This is an optimization exercise on Yosys and OpenROAD, whose aim is small area, a short achievable clock period and few clock cycles per item, not a production implementation.
Only simulation tests tie the RTL to the original design; equivalence was not proved.
Power and IR drop assume default switching activity.

== run A ==
==> flow/design.v <==
package dmem_pkg;
    localparam int DMEM_DEPTH   = 256;
    localparam int DMEM_LATENCY = 2;
endpackage
module dmem_array #(
    parameter int DWIDTH = 16,
    parameter int DEPTH  = 256,
    parameter int GS     = 32,
    localparam int NG    = DEPTH / GS
) (
    input  logic              clk,
    input  logic [NG-1:0]     wgsel,
    input  logic [GS-1:0]     csel,
    input  logic [DWIDTH-1:0] wdata,
    input  logic [NG-1:0]     rgsel,
    output logic [DWIDTH-1:0] rdata
);
    logic [DWIDTH-1:0] mem_q [DEPTH];
    logic [DWIDTH-1:0] grp_d [NG];
    logic [DWIDTH-1:0] grp_q [NG];
    always_ff @(posedge clk) begin
        for (int g = 0; g < NG; g++) begin
            for (int c = 0; c < GS; c++) begin
                if (wgsel[g] && csel[c]) begin
                    mem_q[g * GS + c] <= wdata;
                end
            end
        end
    end
    always_comb begin
        for (int g = 0; g < NG; g++) begin
            grp_d[g] = '0;
            for (int c = 0; c < GS; c++) begin
                grp_d[g] = grp_d[g] | (mem_q[g * GS + c] & {DWIDTH{csel[c]}});
            end
        end
    end
    always_ff @(posedge clk) begin
        for (int g = 0; g < NG; g++) begin
            grp_q[g] <= grp_d[g];
        end
    end
    always_comb begin
        rdata = '0;
        for (int g = 0; g < NG; g++) begin
            rdata = rdata | (grp_q[g] & {DWIDTH{rgsel[g]}});
        end
    end
endmodule
import dmem_pkg::*;
module data_mem_ctrl #(
    parameter int DWIDTH  = 16,
    parameter int AWIDTH  = 16,
    parameter int DEPTH   = DMEM_DEPTH,
    parameter int LATENCY = DMEM_LATENCY
) (
    input  logic              clk,
    input  logic              rst,
    input  logic              ram_en,
    input  logic              wen,
    input  logic [AWIDTH-1:0] ram_addr,
    input  logic [DWIDTH-1:0] w_ram_data,
    output logic [DWIDTH-1:0] r_ram_data,
    output logic              ram_valid,
    output logic              busy
    ,
    output logic              addr_err
);
    localparam int IW = (DEPTH > 1) ? $clog2(DEPTH) : 1;
    localparam int GS = 32;
    localparam int LW = $clog2(GS);
    localparam int NG = DEPTH / GS;
    logic              in_err;
    logic [NG-1:0]     in_gsel;
    logic [GS-1:0]     in_csel;
    logic              v1_q, w1_q, err1_q;
    logic [NG-1:0]     gsel1_q;
    logic [GS-1:0]     csel1_q;
    logic [DWIDTH-1:0] wd1_q;
    logic              v2_q, w2_q, err2_q;
    logic [NG-1:0]     gsel2_q;
    logic              v3_q, err3_q;
    logic [DWIDTH-1:0] rdata_q;
    logic [DWIDTH-1:0] arr_rdata;
    localparam logic [AWIDTH:0] DEPTH_A = (AWIDTH + 1)'(DEPTH);
    assign in_err = ({1'b0, ram_addr} >= DEPTH_A);
    always_comb begin
        for (int g = 0; g < NG; g++) in_gsel[g] = !in_err && (ram_addr[IW-1:LW] == (IW-LW)'(g));
        for (int c = 0; c < GS; c++) in_csel[c] = (ram_addr[LW-1:0] == LW'(c));
    end
    always_ff @(posedge clk) begin
        v1_q    <= ram_en && !rst;
        w1_q    <= wen;
        err1_q  <= in_err;
        gsel1_q <= in_gsel;
        csel1_q <= in_csel;
        wd1_q   <= w_ram_data;
    end
    always_ff @(posedge clk) begin
        v2_q    <= v1_q && !rst;
        w2_q    <= w1_q;
        err2_q  <= err1_q;
        gsel2_q <= gsel1_q;
    end
    always_ff @(posedge clk) begin
        if (rst) begin
            v3_q    <= 1'b0;
            err3_q  <= 1'b0;
            rdata_q <= '0;
        end else begin
            v3_q   <= v2_q;
            err3_q <= v2_q && err2_q;
            if (v2_q && !w2_q) begin
                rdata_q <= arr_rdata;
            end
        end
    end
    assign ram_valid  = v3_q;
    assign busy       = 1'b0;
    assign r_ram_data = rdata_q;
    assign addr_err   = err3_q;
    dmem_array #(
        .DWIDTH(DWIDTH),
        .DEPTH (DEPTH),
        .GS    (GS)
    ) u_array (
        .clk  (clk),
        .wgsel(gsel1_q & {NG{v1_q && w1_q}}),
        .csel (csel1_q),
        .wdata(wd1_q),
        .rgsel(gsel2_q),
        .rdata(arr_rdata)
    );
endmodule
Settings: LEC_CHECK=0, ABC_CLOCK_PERIOD_IN_PS=2500, CAP_MARGIN=20, CORE_MARGIN=2, CORE_UTILIZATION=70, CTS_CLUSTER_DIAMETER=80, CTS_CLUSTER_SIZE=26, SETUP_SLACK_MARGIN=2.65, SLEW_MARGIN=20; clock period 5.0 ns.
standard.sh (not shown) runs the stock make flow with config.mk's settings and CLKGATE_MAP_FILE= SYNTH_SCRIPT=/design/flow/synth_recipe.tcl, a recipe that flattens the netlist after the stock synthesis.
==> flow/flow/run.sh <==
#!/bin/bash
# The standard layout, with two changes: plain buffers (sky130_fd_sc_hd__buf_4) instead of the
# default delay-cell buffers on the input and output ports, and clock tree synthesis without
# dummy loads. make's full output goes to flow_make.log.
set -euo pipefail
export BUFFER_PORTS_ARGS="-buffer_cell sky130_fd_sc_hd__buf_4"
export CTS_ARGS="-sink_clustering_enable -repair_clock_nets -sink_clustering_size 26 -sink_clustering_max_diameter 80 -dont_use_dummy_load"
bash standard.sh finish > flow_make.log 2>&1
Run A went all the way through the flow, and no timing, DRC or antenna check failed.
Testbench counts of run A, summed over its fixed seeds: cycles 24,024, items 24,000.
#### Input delta (run B over run A)
Settings: CORE_UTILIZATION changed from 70 to 60.
==> comparison <==
Run B did not stop at any stage, and its layout met the timing, DRC and antenna checks. On run B: worst hold slack is 0.033 ns lower than what run A gave. Re sequential share of layout area: run A was higher than run B. Run B vs run A — area of the core region rose 16%. Any difference in non-clock buffering overhead in the final layout between run A and run B is small enough to ignore. Global-route met1 utilization (run B over run A): decrease, 3.3 points. Share of the core filled with cells (run B over run A): decrease, 10 points. Compared with run A, run B shows fill cell instance count of the final layout that has gone up by more than a quarter. For combinational power, run B and run A come out practically identical. Compare run B and run A | detailed-placement wirelength estimate higher: run B. STATUS cell area: run B loses against run A.
## Diff of input files: run C against run B
Settings: swapping 2.65 for 2.45 in SETUP_SLACK_MARGIN; swapping 60 for 50 in CORE_UTILIZATION.
==> flow/flow/run.sh <==
#!/bin/bash
# The standard layout, with plain buffers (sky130_fd_sc_hd__buf_4) instead of the default
# delay-cell buffers on the input and output ports. make's full output goes to flow_make.log.
set -euo pipefail
export BUFFER_PORTS_ARGS="-buffer_cell sky130_fd_sc_hd__buf_4"
bash standard.sh finish > flow_make.log 2>&1
==> run notes <==
- Diff run B -> run C | post-placement cell area | up slightly
- The total chip power reported for run C is greater than that of run B by 3.7%.
- Via count: run C < run B
- Compared with run B, run C shows a higher tightest slew margin relative to the limit.
- Lower number of fillers in the final layout among run C and run B: run B
- In run C the global-route wire length before repair turned out about 3% lower than in run B.
- Run C vs run B — sequential share of cell area dropped 0.36 points.
- Looking at slew at the pin with the worst max-slew slack across run C and run B, the one that comes out higher is run B.
- Higher part of the power in registers goes to run B over run C.
- On slack of the worst reg-to-reg path: between run C and run B, it ends up higher for run B.

re-timing with driven ports:
The results above use ideal ports. As a check the final layouts listed here were re-extracted and re-timed, cells and wires unchanged.
Step 1 sets driving cells, clkbuf_16 on the clock port and buf_2 on the other inputs (assumed; they add their load-dependent delay and slew).
Step 2, shift: input delay + t, output delay - t, t = (earliest + latest rising clock arrival at the registers) / 2. This alone moves slack from input paths to output paths.
a / b / c = no drivers / after step 1 / after step 2; a / b = the first two.
run | t, ns | setup WS [ns] | hold WS [ns] | worst setup path after step 2 | worst register clock-pin slew, ns
run A | 0.952 | 2.279 / 2.279 / 2.279 | 0.225 / 0.156 / 0.339 | register to register | 0.10 / 0.10
run B | 0.969 | 2.497 / 2.423 / 2.038 | 0.192 / 0.128 / 0.316 | input to register | 0.11 / 0.11
run C | 1.002 | 2.337 / 2.337 / 2.337 | 0.162 / 0.091 / 0.337 | register to register | 0.11 / 0.11
After both steps every run listed still meets setup and hold. The setup slack of run B, which loses most, moves by -0.074 ns with the drivers and by -0.459 ns with both steps.
